This design comes from an exercise in tuning for small area, a short achievable clock period and few clock cycles per item on the open sky130 flow, not from production work.
Where RTL was checked, it was by simulation tests only, not by an equivalence proof against the original.

## rev 12
==> flow/design.v <==
module sobel_stream #(
    parameter int WIDTH = 128,
    parameter int DEPTH = 128,
    parameter int PIX_W = 8
) (
    input  logic             ClkPort,
    input  logic             Reset,
    input  logic [PIX_W-1:0] threshold,
    input  logic             in_valid,
    output logic             in_ready,
    input  logic [PIX_W-1:0] in_pixel,
    output logic             out_valid,
    input  logic             out_ready,
    output logic             out_edge,
    output logic             out_first,
    output logic             out_last
);
    localparam int CW  = $clog2(WIDTH);
    localparam int RW  = $clog2(DEPTH);
    localparam int LW  = CW + 1;
    localparam int CAP = 5;                  
    localparam int OW  = $clog2(CAP + 1);
    localparam int FD  = CAP - 1;            
    localparam int FW  = $clog2(FD);
    localparam logic [CW-1:0] COL_LAST = CW'(WIDTH - 1);
    localparam logic [RW-1:0] ROW_LAST = RW'(DEPTH - 1);
    logic             acc, cons, hv, h0, in_first;
    logic [PIX_W-1:0] pix_q, thr_q;
    logic in_ready_n, out_valid_n;
    assign acc = in_valid && !in_ready_n;
    always_ff @(posedge ClkPort) begin
        if (acc) pix_q <= in_pixel;
        if (acc && in_first) thr_q <= threshold;
    end
    logic [PIX_W*WIDTH-1:0] ra, rb;
    logic [PIX_W-1:0]       ta, tb;
    assign ta = ra[PIX_W*WIDTH-1 -: PIX_W];
    assign tb = rb[PIX_W*WIDTH-1 -: PIX_W];
    always_ff @(posedge ClkPort) begin
        ra <= {ra[PIX_W*(WIDTH-1)-1:0], cons ? pix_q : ta};
        rb <= {rb[PIX_W*(WIDTH-1)-1:0], cons ? ta : tb};
    end
    logic [CW-1:0] dph;
    logic          z0, z1;
    logic [LW-1:0] lag;
    logic          l0, l128, l129;
    logic [RW-1:0] g_row;
    logic [CW-1:0] g_col;
    logic          gb, ga, gz;
    logic [1:0]    gk;                       
    logic [OW-1:0] ocnt;
    logic          rm, cp, eb, ei;
    logic emit, emit_int, xfer, inc, dec;
    assign cons     = hv && cp;
    assign emit     = eb || (cons && (gb || ei));
    assign emit_int = cons && ei;
    assign xfer     = !out_valid_n && out_ready;
    assign inc      = cons && !emit;
    assign dec      = emit && !cons;
    logic [RW-1:0] n_row;
    logic [CW-1:0] n_col;
    logic          n_b;
    logic [1:0]    n_k;
    assign n_col = g_col + 1'b1;
    assign n_row = (g_col == COL_LAST) ? ((g_row == ROW_LAST) ? '0 : g_row + 1'b1) : g_row;
    assign n_b   = (g_col >= CW'(WIDTH - 2)) || (g_row == '0) || (g_row == ROW_LAST);
    assign n_k   = !n_b ? 2'b01 :
                   (g_row == ROW_LAST && g_col == COL_LAST) ? 2'b10 :
                   (g_row == ROW_LAST && g_col == CW'(WIDTH - 2)) ? 2'b11 : 2'b00;
    logic          l0_nx, l128_nx, l129_nx, z0_nx, z1_nx, rm_nx, ga_nx, gz_nx, gb_nx, g_last_nx;
    logic [LW-1:0] lag_nx;
    logic [OW-1:0] ocnt_nx;
    assign lag_nx  = inc ? lag + 1'b1 : dec ? lag - 1'b1 : lag;
    assign l0_nx   = inc ? 1'b0 : dec ? (lag == LW'(1)) : l0;
    assign l128_nx = inc ? (lag == LW'(WIDTH - 1)) : dec ? l129 : l128;
    assign l129_nx = inc ? l128 : dec ? 1'b0 : l129;
    assign z0_nx   = cons || z1;
    assign z1_nx   = !cons && (dph == CW'(2));
    assign ocnt_nx = (emit && !xfer) ? ocnt + 1'b1 : (xfer && !emit) ? ocnt - 1'b1 : ocnt;
    assign rm_nx   = !(((ocnt == OW'(CAP)) && (emit || !xfer)) ||
                       ((ocnt == OW'(CAP - 1)) && emit && !xfer));
    assign gb_nx   = emit ? n_b : gb;
    assign ga_nx   = emit ? (g_row == RW'(DEPTH - 2) && g_col == CW'(WIDTH - 4)) : ga;
    assign gz_nx   = emit ? ga : gz;
    assign g_last_nx = l129_nx && (emit ? ga : gz);
    always_ff @(posedge ClkPort) begin
        in_ready <= !Reset && in_ready_nx;
    end
    always_ff @(posedge ClkPort) begin
        h0  <= h0_nx;
        dph <= cons ? '0 : dph - 1'b1;
        z0  <= z0_nx;
        z1  <= z1_nx;
    end
    logic in_first_nx, hv_nx, h0_nx, cp_nx, in_ready_nx;
    assign in_first_nx = acc ? (!in_first && g_last_nx) : in_first;
    assign hv_nx       = acc || (hv && !cons);
    assign h0_nx       = acc ? in_first : h0;
    assign cp_nx       = rm_nx && (h0_nx || z0_nx);
    assign in_ready_nx = in_first_nx ? (in_first && !hv_nx && !emit_int) : (!hv_nx || cp_nx);
    always_ff @(posedge ClkPort or posedge Reset) begin
        if (Reset) begin
            in_ready_n <= 1'b1;
            in_first <= 1'b1;
            hv       <= 1'b0;
            lag      <= '0;
            l0       <= 1'b1;
            l128     <= 1'b0;
            l129     <= 1'b0;
            g_row    <= '0;
            g_col    <= '0;
            gb       <= 1'b1;
            gk       <= 2'b10;
            ga       <= 1'b0;
            gz       <= 1'b0;
            ocnt     <= '0;
            rm       <= 1'b1;
            cp       <= 1'b1;
            eb       <= 1'b0;
            ei       <= 1'b0;
        end else begin
            in_ready_n <= !in_ready_nx;
            in_first <= in_first_nx;
            hv       <= hv_nx;
            lag      <= lag_nx;
            l0       <= l0_nx;
            l128     <= l128_nx;
            l129     <= l129_nx;
            ocnt     <= ocnt_nx;
            rm       <= rm_nx;
            cp       <= cp_nx;
            eb       <= gb_nx && rm_nx && !l0_nx;
            ei       <= !gb_nx && l129_nx;
            gb       <= gb_nx;
            ga       <= ga_nx;
            gz       <= gz_nx;
            if (emit) begin
                g_row <= n_row;
                g_col <= n_col;
                gk    <= n_k;
            end
        end
    end
    logic [9:0]        v_c, v1, vm, vl;
    logic signed [8:0] d_c, d1, dm, dl;
    logic              s1_e, s1_c;
    logic [1:0]        s1_k;
    assign v_c = {2'b00, tb} + {1'b0, ta, 1'b0} + {2'b00, pix_q};
    assign d_c = $signed({1'b0, pix_q}) - $signed({1'b0, tb});
    always_ff @(posedge ClkPort) begin
        v1   <= v_c;
        d1   <= d_c;
        s1_k <= gk;
        vm   <= s1_c ? v1 : vl;
        vl   <= vm;
        dm   <= s1_c ? d1 : dl;
        dl   <= dm;
    end
    logic signed [10:0] gx, gy, gx_q, gy_q;
    logic               s2_e;
    logic [1:0]         s2_k;
    assign gx = $signed({1'b0, v1}) - $signed({1'b0, vl});
    assign gy = 11'(dl) + (11'(dm) <<< 1) + 11'(d1);
    always_ff @(posedge ClkPort) begin
        gx_q <= gx;
        gy_q <= gy;
        s2_k <= s1_k;
    end
    always_ff @(posedge ClkPort or posedge Reset) begin
        if (Reset) begin
            s1_e <= 1'b0;
            s1_c <= 1'b0;
            s2_e <= 1'b0;
        end else begin
            s1_e <= emit;
            s1_c <= cons;
            s2_e <= s1_e;
        end
    end
    logic [11:0] xa, ya, ka, cs_s, cs_c, pg, pp;
    logic        edge_c;
    logic [1:0]  res;
    assign xa   = {2'b00, gx_q[9:0] ^ {10{gx_q[10]}}};
    assign ya   = {2'b00, gy_q[9:0] ^ {10{gy_q[10]}}};
    assign ka   = {4'b1111, ~thr_q};
    assign cs_s = xa ^ ya ^ ka;
    assign cs_c = {(xa[10:0] & ya[10:0]) | (xa[10:0] & ka[10:0]) | (ya[10:0] & ka[10:0]), gx_q[10]};
    assign pg   = cs_s & cs_c;
    assign pp   = cs_s | cs_c;
    always_comb begin
        edge_c = gy_q[10];
        for (int i = 0; i < 12; i++) edge_c = pg[i] | (pp[i] & edge_c);
    end
    assign res = (s2_k == 2'b01) ? {1'b0, edge_c} : s2_k;
    logic [1:0]    fifo [FD];
    logic [FW-1:0] wp, rp;
    logic [FW:0]   fcnt, fcnt_nx;
    logic          fne;                      
    logic          take, pop, push;
    logic [1:0]    head;
    logic          oe_n, of_n, ol_n;
    assign take = out_valid_n || out_ready;
    assign pop     = take && fne;
    assign push    = s2_e && !(take && !fne);
    assign head    = fne ? fifo[rp] : res;
    assign fcnt_nx = (push && !pop) ? fcnt + 1'b1 : (pop && !push) ? fcnt - 1'b1 : fcnt;
    always_ff @(posedge ClkPort) begin
        if (s2_e) fifo[wp] <= res;           
        out_edge  <= take ? (head == 2'b01) : !oe_n;
        out_first <= take ? (head == 2'b10) : !of_n;
        out_last  <= take ? (head == 2'b11) : !ol_n;
        if (take) begin
            oe_n <= !(head == 2'b01);
            of_n <= !(head == 2'b10);
            ol_n <= !(head == 2'b11);
        end
    end
    always_ff @(posedge ClkPort or posedge Reset) begin
        if (Reset) begin
            out_valid <= 1'b0;
            out_valid_n <= 1'b1;
            wp        <= '0;
            rp        <= '0;
            fcnt      <= '0;
            fne       <= 1'b0;
        end else begin
            out_valid   <= !take || fne || s2_e;
            out_valid_n <= take && !(fne || s2_e);
            if (push) wp <= wp + 1'b1;
            if (pop)  rp <= rp + 1'b1;
            fcnt <= fcnt_nx;
            fne  <= (fcnt_nx != '0);
        end
    end
endmodule
Settings: LEC_CHECK=0, ABC_CLOCK_PERIOD_IN_PS=3000, CAP_MARGIN=20, CORE_MARGIN=2, CORE_UTILIZATION=70, PLACE_DENSITY=0.8, SLEW_MARGIN=20; clock period 9.0 ns.
standard.sh (not shown) runs the stock make flow with config.mk's settings and CLKGATE_MAP_FILE= SYNTH_SCRIPT=/design/flow/synth_recipe.tcl, a recipe that flattens the netlist after the stock synthesis.
==> flow/flow/run.sh <==
#!/bin/bash
# Standard layout, with the standard synthesis run on its own first, then the rest of the
# flow with a larger setup repair margin, plain buffers on the ports and no dummy clock loads.
set -euo pipefail
bash standard.sh synth > synth.log 2>&1
bash standard.sh SETUP_SLACK_MARGIN=6.3 \
  "BUFFER_PORTS_ARGS=-buffer_cell sky130_fd_sc_hd__buf_2" \
  "CTS_ARGS=-sink_clustering_enable -repair_clock_nets -sink_clustering_size 20 -sink_clustering_max_diameter 42 -dont_use_dummy_load -buf_list sky130_fd_sc_hd__clkbuf_8 -root_buf sky130_fd_sc_hd__clkbuf_16" \
  finish > layout.log 2>&1
Testbench counts of rev 12, summed over its fixed seeds: cycles 263,224, pixels 262,144.
Inputs modified between rev 12 and rev 13:
--- a/flow/design.v
+++ b/flow/design.v
@@ -81,15 +81,12 @@
                        ((ocnt == OW'(CAP - 1)) && emit && !xfer));
     assign gb_nx   = emit ? n_b : gb;
     assign ga_nx   = emit ? (g_row == RW'(DEPTH - 2) && g_col == CW'(WIDTH - 4)) : ga;
     assign gz_nx   = emit ? ga : gz;
     assign g_last_nx = l129_nx && (emit ? ga : gz);
     always_ff @(posedge ClkPort) begin
-        in_ready <= !Reset && in_ready_nx;
-    end
-    always_ff @(posedge ClkPort) begin
         h0  <= h0_nx;
         dph <= cons ? '0 : dph - 1'b1;
         z0  <= z0_nx;
         z1  <= z1_nx;
     end
     logic in_first_nx, hv_nx, h0_nx, cp_nx, in_ready_nx;
@@ -97,12 +94,13 @@
     assign hv_nx       = acc || (hv && !cons);
     assign h0_nx       = acc ? in_first : h0;
     assign cp_nx       = rm_nx && (h0_nx || z0_nx);
     assign in_ready_nx = in_first_nx ? (in_first && !hv_nx && !emit_int) : (!hv_nx || cp_nx);
     always_ff @(posedge ClkPort or posedge Reset) begin
         if (Reset) begin
+            in_ready <= 1'b0;
             in_ready_n <= 1'b1;
             in_first <= 1'b1;
             hv       <= 1'b0;
             lag      <= '0;
             l0       <= 1'b1;
             l128     <= 1'b0;
@@ -116,12 +114,13 @@
             ocnt     <= '0;
             rm       <= 1'b1;
             cp       <= 1'b1;
             eb       <= 1'b0;
             ei       <= 1'b0;
         end else begin
+            in_ready <= in_ready_nx;
             in_ready_n <= !in_ready_nx;
             in_first <= in_first_nx;
             hv       <= hv_nx;
             lag      <= lag_nx;
             l0       <= l0_nx;
             l128     <= l128_nx;
@@ -195,40 +194,38 @@
     logic [1:0]    fifo [FD];
     logic [FW-1:0] wp, rp;
     logic [FW:0]   fcnt, fcnt_nx;
     logic          fne;                      
     logic          take, pop, push;
     logic [1:0]    head;
-    logic          oe_n, of_n, ol_n;
     assign take = out_valid_n || out_ready;
     assign pop     = take && fne;
     assign push    = s2_e && !(take && !fne);
     assign head    = fne ? fifo[rp] : res;
     assign fcnt_nx = (push && !pop) ? fcnt + 1'b1 : (pop && !push) ? fcnt - 1'b1 : fcnt;
     always_ff @(posedge ClkPort) begin
         if (s2_e) fifo[wp] <= res;           
-        out_edge  <= take ? (head == 2'b01) : !oe_n;
-        out_first <= take ? (head == 2'b10) : !of_n;
-        out_last  <= take ? (head == 2'b11) : !ol_n;
         if (take) begin
-            oe_n <= !(head == 2'b01);
-            of_n <= !(head == 2'b10);
-            ol_n <= !(head == 2'b11);
+            out_edge  <= (head == 2'b01);
+            out_first <= (head == 2'b10);
+            out_last  <= (head == 2'b11);
         end
     end
     always_ff @(posedge ClkPort or posedge Reset) begin
         if (Reset) begin
             out_valid <= 1'b0;
             out_valid_n <= 1'b1;
             wp        <= '0;
             rp        <= '0;
             fcnt      <= '0;
             fne       <= 1'b0;
         end else begin
-            out_valid   <= !take || fne || s2_e;
-            out_valid_n <= take && !(fne || s2_e);
+            if (take) begin
+                out_valid   <= fne || s2_e;
+                out_valid_n <= !(fne || s2_e);
+            end
             if (push) wp <= wp + 1'b1;
             if (pop)  rp <= rp + 1'b1;
             fcnt <= fcnt_nx;
             fne  <= (fcnt_nx != '0);
         end
     end
==> summary.txt <==
- In the flow results for rev 13 and rev 12, the post-detailed-routing wire length is smaller on rev 13.
- Rev 12 → rev 13: cell area reported after detailed placement shows no meaningful change, hold slack shows an increase of 0.0032 ns, met3 capacity usage during global routing shows no meaningful change, fraction of synthesis flops using an asynchronous set or reset pin shows no meaningful change.
For rev 13, only the layout was checked, not whether the RTL still works.

==> static timing again, ports no longer ideal <==
The results above use ideal ports. As a check the final layouts listed here were re-extracted and re-timed, cells and wires unchanged.
Step 1 sets driving cells, clkbuf_16 on the clock port and buf_2 on the other inputs (assumed; they add their load-dependent delay and slew).
Step 2 adds t to the input delays and takes it off the output delays; t is the mean of the earliest and latest rising clock arrival at the registers after step 1. Input paths then give back, and output paths get back, about the clock's delay inside the block.
a / b / c = ideal ports / drivers / drivers and shift; a / b = the first two.
run | t (ns) | setup WS [ns] | latest minus earliest clock arrival (ns)
rev 12 | 0.711 | 6.089 / 6.024 / 5.721 | 0.118 / 0.117
rev 13 | 0.701 | 6.027 / 5.962 / 5.726 | 0.104 / 0.104
After both steps setup and hold are still met in every run listed. The setup slack of rev 12, which loses most, moves by -0.065 ns with the drivers and by -0.368 ns with both steps.
